This is an optimization exercise on Yosys and OpenROAD, whose aim is small area and a short achievable clock period, not a production implementation.
Function was checked by simulation only, so behaviour that the tests miss may differ from the original.

==> flow/design.v <==
`default_nettype none
package rv_pkg;
    localparam int XLEN   = 32;
    localparam int REG_AW = 5;
    localparam logic [3:0] ALU_ADD  = 4'd0;
    localparam logic [3:0] ALU_SUB  = 4'd1;
    localparam logic [3:0] ALU_SLL  = 4'd2;
    localparam logic [3:0] ALU_SLT  = 4'd3;
    localparam logic [3:0] ALU_SLTU = 4'd4;
    localparam logic [3:0] ALU_XOR  = 4'd5;
    localparam logic [3:0] ALU_SRL  = 4'd6;
    localparam logic [3:0] ALU_SRA  = 4'd7;
    localparam logic [3:0] ALU_OR   = 4'd8;
    localparam logic [3:0] ALU_AND  = 4'd9;
    localparam logic [6:0] OPC_OP     = 7'b0110011;
    localparam logic [6:0] OPC_OP_IMM = 7'b0010011;
    localparam logic [6:0] OPC_LUI    = 7'b0110111;
    localparam logic [6:0] FUNCT7_BASE = 7'b0000000;
    localparam logic [6:0] FUNCT7_ALT  = 7'b0100000;  
    localparam logic [2:0] F3_ADD  = 3'b000;
    localparam logic [2:0] F3_SLL  = 3'b001;
    localparam logic [2:0] F3_SLT  = 3'b010;
    localparam logic [2:0] F3_SLTU = 3'b011;
    localparam logic [2:0] F3_XOR  = 3'b100;
    localparam logic [2:0] F3_SR   = 3'b101;  
    localparam logic [2:0] F3_OR   = 3'b110;
    localparam logic [2:0] F3_AND  = 3'b111;
endpackage
`default_nettype wire
`timescale 1ns/10ps
`default_nettype none
import rv_pkg::*;
module regfile
(
    input  logic              clk_i,
    input  logic              rst_n_i,
    input  logic              wr_valid_i,
    input  logic [4:0]        wr_rd_i,
    input  logic [31:0]       wr_data_i,
    output logic [31:1]       valid_next_o,
    input  logic [31:1]       rs1_sel_i,
    input  logic [31:1]       rs2_sel_i,
    output logic [31:0]       rs1_data_o,
    output logic [31:0]       rs2_data_o
);
    logic [XLEN-1:0] regs [1:31];
    logic [31:1]     row_valid;
    logic [31:1]     we;
    always_comb begin
        for (int r = 1; r < 32; r++) begin
            we[r]   = wr_valid_i && wr_rd_i == r[4:0];
        end
    end
    assign valid_next_o = row_valid | we;
    always_ff @(posedge clk_i or negedge rst_n_i) begin
        if (!rst_n_i) begin
            row_valid <= 31'd0;
        end else begin
            row_valid <= valid_next_o;
        end
    end
    always_ff @(posedge clk_i) begin
        for (int r = 1; r < 32; r++) begin
            if (we[r]) begin
                regs[r] <= wr_data_i;
            end
        end
    end
    always_comb begin
        rs1_data_o = 32'd0;
        rs2_data_o = 32'd0;
        for (int r = 1; r < 32; r++) begin
            rs1_data_o = rs1_data_o | ({XLEN{rs1_sel_i[r]}} & regs[r]);
            rs2_data_o = rs2_data_o | ({XLEN{rs2_sel_i[r]}} & regs[r]);
        end
    end
endmodule
`default_nettype wire
`timescale 1ns/10ps
`default_nettype none
import rv_pkg::*;
module alu
(
    input  logic [31:0] a_i,
    input  logic [31:0] bx_i,       
    input  logic [3:0]  sh_lo_i,    
    input  logic [3:0]  sh_mid_i,   
    input  logic        sh_hi_i,    
    input  logic        sub_i,      
    input  logic        uns_i,      
    input  logic        sra_i,      
    input  logic        sel_add_i,
    input  logic        sel_slt_i,
    input  logic        sel_sr_i,
    input  logic        sel_sll_i,
    input  logic        sel_xor_i,
    input  logic        sel_or_i,
    input  logic        sel_and_i,
    output logic [31:0] y_o
);
    logic [33:0] sum;
    logic        ea;
    logic        eb;
    logic        fill;
    logic [34:0] ext_lo;
    logic [43:0] ext_mid;
    logic [31:0] sh_l;
    logic [31:0] sh_m;
    logic [31:0] sh;
    logic [31:0] sh_rev;
    assign ea  = !uns_i && a_i[31];
    assign eb  = uns_i ? sub_i : bx_i[31];
    assign sum = {ea, a_i, 1'b1} + {eb, bx_i, sub_i};
    assign fill    = sra_i && a_i[31];
    assign ext_lo  = {{3{fill}}, a_i};
    assign ext_mid = {{12{fill}}, sh_l};
    always_comb begin
        for (int i = 0; i < 32; i++) begin
            sh_l[i] = (sh_lo_i[0] && ext_lo[i])     || (sh_lo_i[1] && ext_lo[i+1]) ||
                      (sh_lo_i[2] && ext_lo[i+2])   || (sh_lo_i[3] && ext_lo[i+3]);
            sh_m[i] = (sh_mid_i[0] && ext_mid[i])   || (sh_mid_i[1] && ext_mid[i+4]) ||
                      (sh_mid_i[2] && ext_mid[i+8]) || (sh_mid_i[3] && ext_mid[i+12]);
        end
    end
    assign sh = sh_hi_i ? {{16{fill}}, sh_m[31:16]} : sh_m;
    always_comb begin
        for (int i = 0; i < 32; i++) begin
            sh_rev[i] = sh[31-i];
        end
    end
    assign y_o = ({32{sel_add_i}} & sum[32:1])
               | {31'd0, sel_slt_i & sum[33]}
               | ({32{sel_sr_i}}  & sh)
               | ({32{sel_sll_i}} & sh_rev)
               | ({32{sel_xor_i}} & (a_i ^ bx_i))
               | ({32{sel_or_i}}  & (a_i | bx_i))
               | ({32{sel_and_i}} & (a_i & bx_i));
endmodule
`default_nettype wire
`timescale 1ns/10ps
`default_nettype none
import rv_pkg::*;
module decode_stage
(
    input  logic              clk_i,
    input  logic              rst_n_i,
    input  logic              instr_valid_i,
    input  logic [31:0]       instr_i,
    input  logic              mem_valid_i,   
    input  logic [4:0]        mem_rd_i,
    input  logic [31:0]       mem_data_i,
    input  logic [31:0]       alu_y_i,       
    output logic              ex_valid_o,    
    output logic [4:0]        ex_rd_o,
    output logic [31:0]       ex_a_o,        
    output logic [31:0]       ex_b_o,        
    output logic [3:0]        ex_sh_lo_o,    
    output logic [3:0]        ex_sh_mid_o,   
    output logic              ex_sh_hi_o,    
    output logic              ex_sub_o,
    output logic              ex_uns_o,
    output logic              ex_sra_o,
    output logic              ex_sel_add_o,
    output logic              ex_sel_slt_o,
    output logic              ex_sel_sr_o,
    output logic              ex_sel_sll_o,
    output logic              ex_sel_xor_o,
    output logic              ex_sel_or_o,
    output logic              ex_sel_and_o
);
    logic [6:0] in_opc;
    logic [2:0] in_f3;
    logic [6:0] in_f7;
    logic       in_is_op;
    logic       in_is_imm;
    logic       in_is_lui;
    logic       in_legal;
    assign in_opc    = instr_i[6:0];
    assign in_f3     = instr_i[14:12];
    assign in_f7     = instr_i[31:25];
    assign in_is_op  = in_opc == OPC_OP;
    assign in_is_imm = in_opc == OPC_OP_IMM;
    assign in_is_lui = in_opc == OPC_LUI;
    always_comb begin
        in_legal = 1'b0;
        if (in_is_op) begin
            in_legal = (in_f7 == FUNCT7_BASE) ||
                       (in_f7 == FUNCT7_ALT && (in_f3 == F3_ADD || in_f3 == F3_SR));
        end else if (in_is_imm) begin
            if (in_f3 == F3_SLL)     in_legal = in_f7 == FUNCT7_BASE;
            else if (in_f3 == F3_SR) in_legal = in_f7 == FUNCT7_BASE || in_f7 == FUNCT7_ALT;
            else                     in_legal = 1'b1;
        end else if (in_is_lui) begin
            in_legal = 1'b1;
        end
    end
    logic [4:0] in_rs1;
    logic [4:0] in_rs2;
    logic [31:1] valid_next;   
    logic [31:1] in_sel1;
    logic [31:1] in_sel2;
    assign in_rs1 = in_is_lui ? 5'd0 : instr_i[19:15];
    assign in_rs2 = (in_is_lui || in_is_imm) ? 5'd0 : instr_i[24:20];
    always_comb begin
        for (int r = 1; r < 32; r++) begin
            in_sel1[r] = valid_next[r] && in_rs1 == r[4:0];
            in_sel2[r] = valid_next[r] && in_rs2 == r[4:0];
        end
    end
    logic        q_valid;    
    logic        q_imm;      
    logic        q_lui;      
    logic        q_sll;      
    logic [31:7] q;          
    logic [31:1] q_sel1;     
    logic [31:1] q_sel2;
    logic        q_fwd_a;    
    logic        q_fwd_b;
    logic        q_byp1;     
    logic        q_byp2;
    always_ff @(posedge clk_i or negedge rst_n_i) begin
        if (!rst_n_i) begin
            q_valid <= 1'b0;
        end else begin
            q_valid <= instr_valid_i && in_legal && instr_i[11:7] != 5'd0;
        end
    end
    always_ff @(posedge clk_i) begin
        q_imm   <= in_is_imm;
        q_lui   <= in_is_lui;
        q_sll   <= (in_is_op || in_is_imm) && in_f3 == F3_SLL;
        q       <= instr_i[31:7];
        q_sel1  <= in_sel1;
        q_sel2  <= in_sel2;
        q_fwd_a <= q_valid && q[11:7] == in_rs1;
        q_fwd_b <= q_valid && q[11:7] == in_rs2;
        q_byp1  <= ex_valid_o && ex_rd_o == in_rs1;
        q_byp2  <= ex_valid_o && ex_rd_o == in_rs2;
    end
    logic [4:0]  rd;
    logic [2:0]  f3;
    logic        alt;
    logic        b_imm;
    logic [31:0] imm;
    logic [31:0] rf1;
    logic [31:0] rf2;
    assign rd    = q[11:7];
    assign f3    = q[14:12];
    assign alt   = q[30];
    assign b_imm = q_imm || q_lui;
    assign imm   = q_lui ? {q[31:12], 12'd0} : {{20{q[31]}}, q[31:20]};
    regfile u_regfile (
        .clk_i        (clk_i),
        .rst_n_i      (rst_n_i),
        .wr_valid_i   (mem_valid_i),
        .wr_rd_i      (mem_rd_i),
        .wr_data_i    (mem_data_i),
        .valid_next_o (valid_next),
        .rs1_sel_i    (q_sel1),
        .rs2_sel_i    (q_sel2),
        .rs1_data_o   (rf1),
        .rs2_data_o   (rf2)
    );
    logic        sub;
    logic        a_fwd_n;    
    logic        a_fwd_r;
    logic        a_byp_n;
    logic        a_byp_r;
    logic        a_rf_n;
    logic        a_rf_r;
    logic [31:0] b_dec;
    assign sub = !q_lui && ((!q_imm && f3 == F3_ADD && alt) || f3 == F3_SLT || f3 == F3_SLTU);
    assign a_fwd_n = q_fwd_a && !q_sll;
    assign a_fwd_r = q_fwd_a && q_sll;
    assign a_byp_n = !q_fwd_a && q_byp1 && !q_sll;
    assign a_byp_r = !q_fwd_a && q_byp1 && q_sll;
    assign a_rf_n  = !q_fwd_a && !q_byp1 && !q_sll;
    assign a_rf_r  = !q_fwd_a && !q_byp1 && q_sll;
    logic [31:0] b_val;
    assign b_val = q_byp2 ? mem_data_i : rf2 | ({32{b_imm}} & imm);
    assign b_dec = b_val ^ {32{sub}};
    logic [4:0]  shamt;
    assign shamt = q_fwd_b ? alu_y_i[4:0] : b_val[4:0];
    always_ff @(posedge clk_i or negedge rst_n_i) begin
        if (!rst_n_i) begin
            ex_valid_o <= 1'b0;
        end else begin
            ex_valid_o <= q_valid;
        end
    end
    always_ff @(posedge clk_i) begin
        ex_rd_o <= rd;
        for (int i = 0; i < 32; i++) begin
            ex_a_o[i] <= (a_fwd_n  && alu_y_i[i])       ||
                         (a_fwd_r  && alu_y_i[31-i])    ||
                         (a_byp_n  && mem_data_i[i])    ||
                         (a_byp_r  && mem_data_i[31-i]) ||
                         (a_rf_n   && rf1[i])           ||
                         (a_rf_r   && rf1[31-i]);
            ex_b_o[i] <= (q_fwd_b && !sub && alu_y_i[i])  ||
                         (q_fwd_b && sub  && !alu_y_i[i]) ||
                         (!q_fwd_b && b_dec[i]);
        end
        for (int k = 0; k < 4; k++) begin
            ex_sh_lo_o[k]  <= shamt[1:0] == k[1:0];
            ex_sh_mid_o[k] <= shamt[3:2] == k[1:0];
        end
        ex_sh_hi_o   <= shamt[4];
        ex_sub_o     <= sub;
        ex_uns_o     <= f3 == F3_SLTU;
        ex_sra_o     <= alt;
        ex_sel_add_o <= q_lui || f3 == F3_ADD;
        ex_sel_slt_o <= !q_lui && (f3 == F3_SLT || f3 == F3_SLTU);
        ex_sel_sr_o  <= !q_lui && f3 == F3_SR;
        ex_sel_sll_o <= q_sll;
        ex_sel_xor_o <= !q_lui && f3 == F3_XOR;
        ex_sel_or_o  <= !q_lui && f3 == F3_OR;
        ex_sel_and_o <= !q_lui && f3 == F3_AND;
    end
endmodule
`default_nettype wire
`timescale 1ns/10ps
`default_nettype none
import rv_pkg::*;
module execute_stage
(
    input  logic              clk_i,
    input  logic              rst_n_i,
    input  logic              ex_valid_i,
    input  logic [4:0]        ex_rd_i,
    input  logic [31:0]       ex_a_i,
    input  logic [31:0]       ex_b_i,
    input  logic [3:0]        ex_sh_lo_i,
    input  logic [3:0]        ex_sh_mid_i,
    input  logic              ex_sh_hi_i,
    input  logic              ex_sub_i,
    input  logic              ex_uns_i,
    input  logic              ex_sra_i,
    input  logic              ex_sel_add_i,
    input  logic              ex_sel_slt_i,
    input  logic              ex_sel_sr_i,
    input  logic              ex_sel_sll_i,
    input  logic              ex_sel_xor_i,
    input  logic              ex_sel_or_i,
    input  logic              ex_sel_and_i,
    output logic [31:0]       alu_y_o,
    output logic              mem_valid_o,
    output logic [4:0]        mem_rd_o,
    output logic [31:0]       mem_data_o,
    output logic              wb_valid_o,
    output logic [4:0]        wb_rd_o,
    output logic [31:0]       wb_data_o
);
    logic [XLEN-1:0] alu_y;
    alu u_alu (
        .a_i       (ex_a_i),
        .bx_i      (ex_b_i),
        .sh_lo_i   (ex_sh_lo_i),
        .sh_mid_i  (ex_sh_mid_i),
        .sh_hi_i   (ex_sh_hi_i),
        .sub_i     (ex_sub_i),
        .uns_i     (ex_uns_i),
        .sra_i     (ex_sra_i),
        .sel_add_i (ex_sel_add_i),
        .sel_slt_i (ex_sel_slt_i),
        .sel_sr_i  (ex_sel_sr_i),
        .sel_sll_i (ex_sel_sll_i),
        .sel_xor_i (ex_sel_xor_i),
        .sel_or_i  (ex_sel_or_i),
        .sel_and_i (ex_sel_and_i),
        .y_o       (alu_y)
    );
    assign alu_y_o = alu_y;
    always_ff @(posedge clk_i or negedge rst_n_i) begin
        if (!rst_n_i) begin
            mem_valid_o <= 1'b0;
            wb_valid_o  <= 1'b0;
        end else begin
            mem_valid_o <= ex_valid_i;
            wb_valid_o  <= mem_valid_o;
        end
    end
    always_ff @(posedge clk_i) begin
        mem_rd_o   <= ex_rd_i;
        mem_data_o <= alu_y;
        wb_rd_o    <= mem_rd_o;
        wb_data_o  <= mem_data_o;
    end
endmodule
`default_nettype wire
`timescale 1ns/10ps
`default_nettype none
import rv_pkg::*;
module rv_core_top
(
    input  logic              clk_i,
    input  logic              rst_n_i,
    input  logic              instr_valid_i,
    input  logic [31:0]       instr_i,
    output logic              wb_valid_o,
    output logic [4:0]        wb_rd_o,
    output logic [31:0]       wb_data_o
);
    logic              ex_valid;
    logic [REG_AW-1:0] ex_rd;
    logic [XLEN-1:0]   ex_a;
    logic [XLEN-1:0]   ex_b;
    logic [3:0]        ex_sh_lo;
    logic [3:0]        ex_sh_mid;
    logic              ex_sh_hi;
    logic              ex_sub;
    logic              ex_uns;
    logic              ex_sra;
    logic              ex_sel_add;
    logic              ex_sel_slt;
    logic              ex_sel_sr;
    logic              ex_sel_sll;
    logic              ex_sel_xor;
    logic              ex_sel_or;
    logic              ex_sel_and;
    logic              mem_valid;
    logic [REG_AW-1:0] mem_rd;
    logic [XLEN-1:0]   mem_data;
    logic [XLEN-1:0]   alu_y;
    decode_stage u_decode (
        .clk_i         (clk_i),
        .rst_n_i       (rst_n_i),
        .instr_valid_i (instr_valid_i),
        .instr_i       (instr_i),
        .mem_valid_i   (mem_valid),
        .mem_rd_i      (mem_rd),
        .mem_data_i    (mem_data),
        .alu_y_i       (alu_y),
        .ex_valid_o    (ex_valid),
        .ex_rd_o       (ex_rd),
        .ex_a_o        (ex_a),
        .ex_b_o        (ex_b),
        .ex_sh_lo_o    (ex_sh_lo),
        .ex_sh_mid_o   (ex_sh_mid),
        .ex_sh_hi_o    (ex_sh_hi),
        .ex_sub_o      (ex_sub),
        .ex_uns_o      (ex_uns),
        .ex_sra_o      (ex_sra),
        .ex_sel_add_o  (ex_sel_add),
        .ex_sel_slt_o  (ex_sel_slt),
        .ex_sel_sr_o   (ex_sel_sr),
        .ex_sel_sll_o  (ex_sel_sll),
        .ex_sel_xor_o  (ex_sel_xor),
        .ex_sel_or_o   (ex_sel_or),
        .ex_sel_and_o  (ex_sel_and)
    );
    execute_stage u_execute (
        .clk_i         (clk_i),
        .rst_n_i       (rst_n_i),
        .ex_valid_i    (ex_valid),
        .ex_rd_i       (ex_rd),
        .ex_a_i        (ex_a),
        .ex_b_i        (ex_b),
        .ex_sh_lo_i    (ex_sh_lo),
        .ex_sh_mid_i   (ex_sh_mid),
        .ex_sh_hi_i    (ex_sh_hi),
        .ex_sub_i      (ex_sub),
        .ex_uns_i      (ex_uns),
        .ex_sra_i      (ex_sra),
        .ex_sel_add_i  (ex_sel_add),
        .ex_sel_slt_i  (ex_sel_slt),
        .ex_sel_sr_i   (ex_sel_sr),
        .ex_sel_sll_i  (ex_sel_sll),
        .ex_sel_xor_i  (ex_sel_xor),
        .ex_sel_or_i   (ex_sel_or),
        .ex_sel_and_i  (ex_sel_and),
        .alu_y_o       (alu_y),
        .mem_valid_o   (mem_valid),
        .mem_rd_o      (mem_rd),
        .mem_data_o    (mem_data),
        .wb_valid_o    (wb_valid_o),
        .wb_rd_o       (wb_rd_o),
        .wb_data_o     (wb_data_o)
    );
endmodule
`default_nettype wire
==> flow/run.sh <==
#!/bin/bash
# synth_recipe.tcl (not shown) runs the flow's synth.tcl, then flattens the netlist and writes it again
# the make line also repeats each setting of config.mk as NAME=value (left out here)
make -C /OpenROAD-flow-scripts/flow DESIGN_CONFIG=/design/flow/config.mk WORK_HOME=/design/flow/orfs CLKGATE_MAP_FILE= SYNTH_SCRIPT=/design/flow/synth_recipe.tcl finish
==> flow/config.mk <==
export PLATFORM = sky130hd
export DESIGN_NAME = rv_core_top
export DESIGN_NICKNAME = rv_core_top
export VERILOG_FILES = /design/flow/design.v
export SDC_FILE = /design/flow/constraint.sdc
export NUM_CORES = 4
export LEC_CHECK = 0
export CAP_MARGIN = 20
export CORE_MARGIN = 2
export CORE_UTILIZATION = 40
export CTS_CLUSTER_DIAMETER = 100
export CTS_CLUSTER_SIZE = 20
export PLACE_DENSITY = 0.6
export SETUP_SLACK_MARGIN = 3.0
export SLEW_MARGIN = 20
==> flow/constraint.sdc <==
create_clock -name core_clock -period 5.5 [get_ports {clk_i}]
set_input_delay 1.1000 -clock core_clock [delete_from_list [all_inputs] [get_ports {clk_i}]]
set_output_delay 1.1000 -clock core_clock [all_outputs]
set_load 0.01 [all_outputs]
==> results.ini <==
[final_layout]
post-route-util=0.476
final_common_cell=edfxtp_1
syn2layout_area_growth_pct=18.7
drive_above_1_share=0.216
finalNetCount=4525
fillCellCount=11929
layout_common_cells=edfxtp_1 (992), a22oi_1 (489), buf_4 (283)

[yosys]
synthMuxAreaShare=0.00878
syn_inst=4202
synth_xor_area_frac=0.00812
synthFlopType=edfxtp_1
synthDistinctLibCells=84
synth_top_family_by_area=compound AO/OA/AOI/OAI gates
ys_ff_latch=1283
synth-edff-count=992
netlist_area_sq_um=55000
synthAdderAreaFrac=0.0149
syn-num-nets=4302
seq_area_frac_synth=0.651
synthSimpleGateAreaFrac=0.0709
syn_area_per_cell_sq_um=13.1
synth_compound_area_frac=0.216
ys_warn_count=5
synthArstFlopShare=0.0273

[sta]
setup_viol=0
slew_violations=0
fmaxAchievable_mhz=328
maxSlewHeadroom=0.216
setup_ws_ns=2.45
holdWs_ns=0.408
tightest_slew_ns=1.18
layout_min_cycle_time_ns=3.05
skew_ns=0.0427
setup_tns_ns=0
rsz0062_at_grt=true
fin_crit_sh=0.555
hold_violations=0

[floorplan]
die_w_microns=375
core_region_area_sq_um=137000
dieArea_sq_um=140000
start_util=0.402
io_pins=73
die_h_microns=375
rows=136

[grt]
grt_pass1_vias=44726
grt_remaining_overflow=0
antenna_found_initial=13
grt_max_degree=41
grt_first_pass_wirelength_microns=375000
groute.usage.overall=0.386

[pwr]
p_int_mw=13.4
p_sw_mw=3.97
p_leak_nw=23.6
fin_total_pwr_mw=17.4
swShare=0.228
ir_worst_vdd_uv=314
clkPwrFrac=0.352
p_seq_frac=0.611
p_per_area_nw_per_um2=266
p_comb_frac=0.037

[route]
met1_length_microns=91900
route.met2.wl_microns=112000
drcViolationCount=0
routed.top_layer=met5
vias=49444
routed_wl_microns=285000
wl_per_cell_microns=45.2
first_pass_iters=13
ant_nets=0
routed-wl-met3_microns=52000
vias_per_cell=7.86
drt-initial-drc-count=12153

[cts]
root_buffer=clkbuf_16
hold_buffers=0
path_clk_slew_ns=0.09
tritoncts=done
cts_buffers=76
cts_max_path_buffers=3
clkLatencyLatePin_ns=0.71
cts.sinks=1283
h-tree-depth=3

[outcome]
status=complete, no violations

[setup_path]
path_max_fanout=16
reg2reg_slack_ns=2.45
cp.arrival_ns=3.61
worstSetupPathType=register to register
crit_path_end_kind=register
cp-start-kind=register
worstPathRequired_ns=6.05

[worst_hold_path]
hold_path_class=register to register

[placement]
dp_slack_ns=1.96
place_congestion=1.01
numPortBuffers=72
hpwl_microns=163000

[run]
max-cap-violations=0

[what timing repair did]
action	in CTS	in global routing
setup endpoints to repair	598	147
buffers inserted	124	64
resized for setup	481	137
pin swaps	145	84
cloned	0	3
[worst max-delay path: stages, from the launching register on]
cell      delay, ns
dfxtp_2        0.50
buf_6          0.31
a22o_1         0.25
a221oi_1       0.27
nand4_1        0.20
nor4_4         0.52
a211oi_1       0.25
a21oi_1        0.21
nand2_1        0.09
mux2_4         0.31
[synthesized netlist by cell type (9+ instances only)]
master / instances / area (sq um)
a211oi_1: 16 / 120
a21o_1: 19 / 143
a21oi_1: 163 / 816
a221oi_1: 268 / 2350
a222oi_1: 43 / 430
a22o_1: 266 / 2330
a22oi_1: 504 / 3780
a31oi_1: 9 / 56.3
and3_1: 10 / 62.6
buf_1: 43 / 161
buf_2: 12 / 60.1
clkbuf_1: 238 / 893
dfrtp_1: 35 / 876
dfxtp_1: 256 / 5120
edfxtp_1: 992 / 29800
ha_1: 64 / 801
inv_1: 137 / 514
mux2_2: 10 / 113
mux2i_1: 37 / 370
nand2_1: 130 / 488
nand3_1: 94 / 470
nand4_1: 160 / 1000
nor2_1: 169 / 634
nor2b_1: 11 / 68.8
nor3_1: 96 / 480
nor4_1: 42 / 263
o211ai_1: 10 / 75.1
o21a_1: 10 / 75.1
o21ai_0: 102 / 510
o21ai_1: 10 / 50.1
o22ai_1: 12 / 75.1
o32ai_1: 18 / 158
or3_1: 13 / 81.3
xnor2_1: 45 / 394
[final timing paths]
check / end / cells after the start / startpoint
hold / removal: u_execute.wb_rd_o[2] / 0 / u_execute.mem_rd_o[2]
min in group asynchronous: u_execute.wb_valid_o / 1 / rst_n_i
max in group asynchronous: u_decode.u_regfile.row_valid[10] / 1 / rst_n_i
setup / recovery: u_decode.ex_a_o[9] / 9 / u_decode.q_sel1[8]
hold reg to reg: u_execute.wb_rd_o[2] / 0 / u_execute.mem_rd_o[2]
setup reg to reg: u_decode.ex_a_o[9] / 9 / u_decode.q_sel1[8]
[area by class of cell]
cell class	count	area (sq um)	area share
Clock inverter	9	134	0.00205
Clock buffer	130	2140	0.0327
Inverter	142	548	0.00840
Tap cell	1794	2240	0.0344
Multi-Input combinational cell	2477	20000	0.306
Sequential cell	1283	36100	0.553
Timing Repair Buffer	445	4100	0.0628
Antenna cell	14	35.0	0.000537
[cell families after synthesis]
logic type,after synthesis
AOI/OAI and AO/OA,1543
DFF,1283
and+or+nand+nor,771
buffers and inverters,442
adders and majority gates,65
xor gates and xnor gates,51
muxes,47
[stage by stage]
step	cells	area, sq um
final	6294	65300
after global routing	6280	65200
after CTS	6213	64000
after detailed placement	5950	58900
after global placement	5949	58800
after floorplan	4202	55300
[power by group through the flow]
stage / Sequential (mW) / Combinational [mW] / Clock (mW)
2_1_floorplan: 10.9 / 0.228 / 0
3_3_place_gp: 10.9 / 0.527 / 0
6_report: 10.6 / 0.651 / 6.11
3_5_place_dp: 10.9 / 0.533 / 0
5_1_grt: 10.6 / 0.680 / 6.40
4_1_cts: 10.6 / 0.591 / 6.07
[sequential cells by signal, summed over array words and instances (netlist names), 4 cells and up]
| name | cells |
|---|---|
| u_decode.q_sel2 | 31 |
| u_decode.u_regfile.regs | 992 |
| u_decode.u_regfile.row_valid | 31 |
| u_execute.wb_data_o | 32 |
| u_decode.ex_a_o | 32 |
| u_execute.wb_rd_o | 5 |
| u_decode.ex_b_o | 32 |
| u_decode.q_sel1 | 31 |
| u_decode.ex_rd_o | 5 |
| u_execute.mem_data_o | 32 |
| u_decode.ex_sh_mid_o | 4 |
| u_decode.q | 25 |
| u_decode.ex_sh_lo_o | 4 |
| u_execute.mem_rd_o | 5 |
[layer usage]
layer | track usage | up-vias
met3 | 0.182 | 1827
li1 | - | 17730
met5 | 0.00103 | -
met1 | 0.471 | 23954
met2 | 0.537 | 5911
met4 | 0.266 | 22

-- static timing again, ports no longer ideal --
How much do the figures lean on ideal ports? The routed layout below was timed once more, with nothing changed but the port constraints.
Step 1, drivers: a clkbuf_16 drives clk_i and a buf_2 each remaining input, both assumed.
Step 2 moves the port delays by t, midway between the first and last clock arrival at a register: inputs arrive t later, outputs are due t later. That takes back most of the time a late clock gives input paths.
a / b / c = no drivers / after step 1 / after step 2; a / b = the first two.
t, ns: 0.770
setup slack, ns: 2.449 / 2.449 / 2.422
latest minus earliest clock arrival (ns): 0.045 / 0.045
After both steps this run still meets setup and hold. For this run, drivers alone change the setup slack by 0.000 ns; drivers and shift together by -0.027 ns.
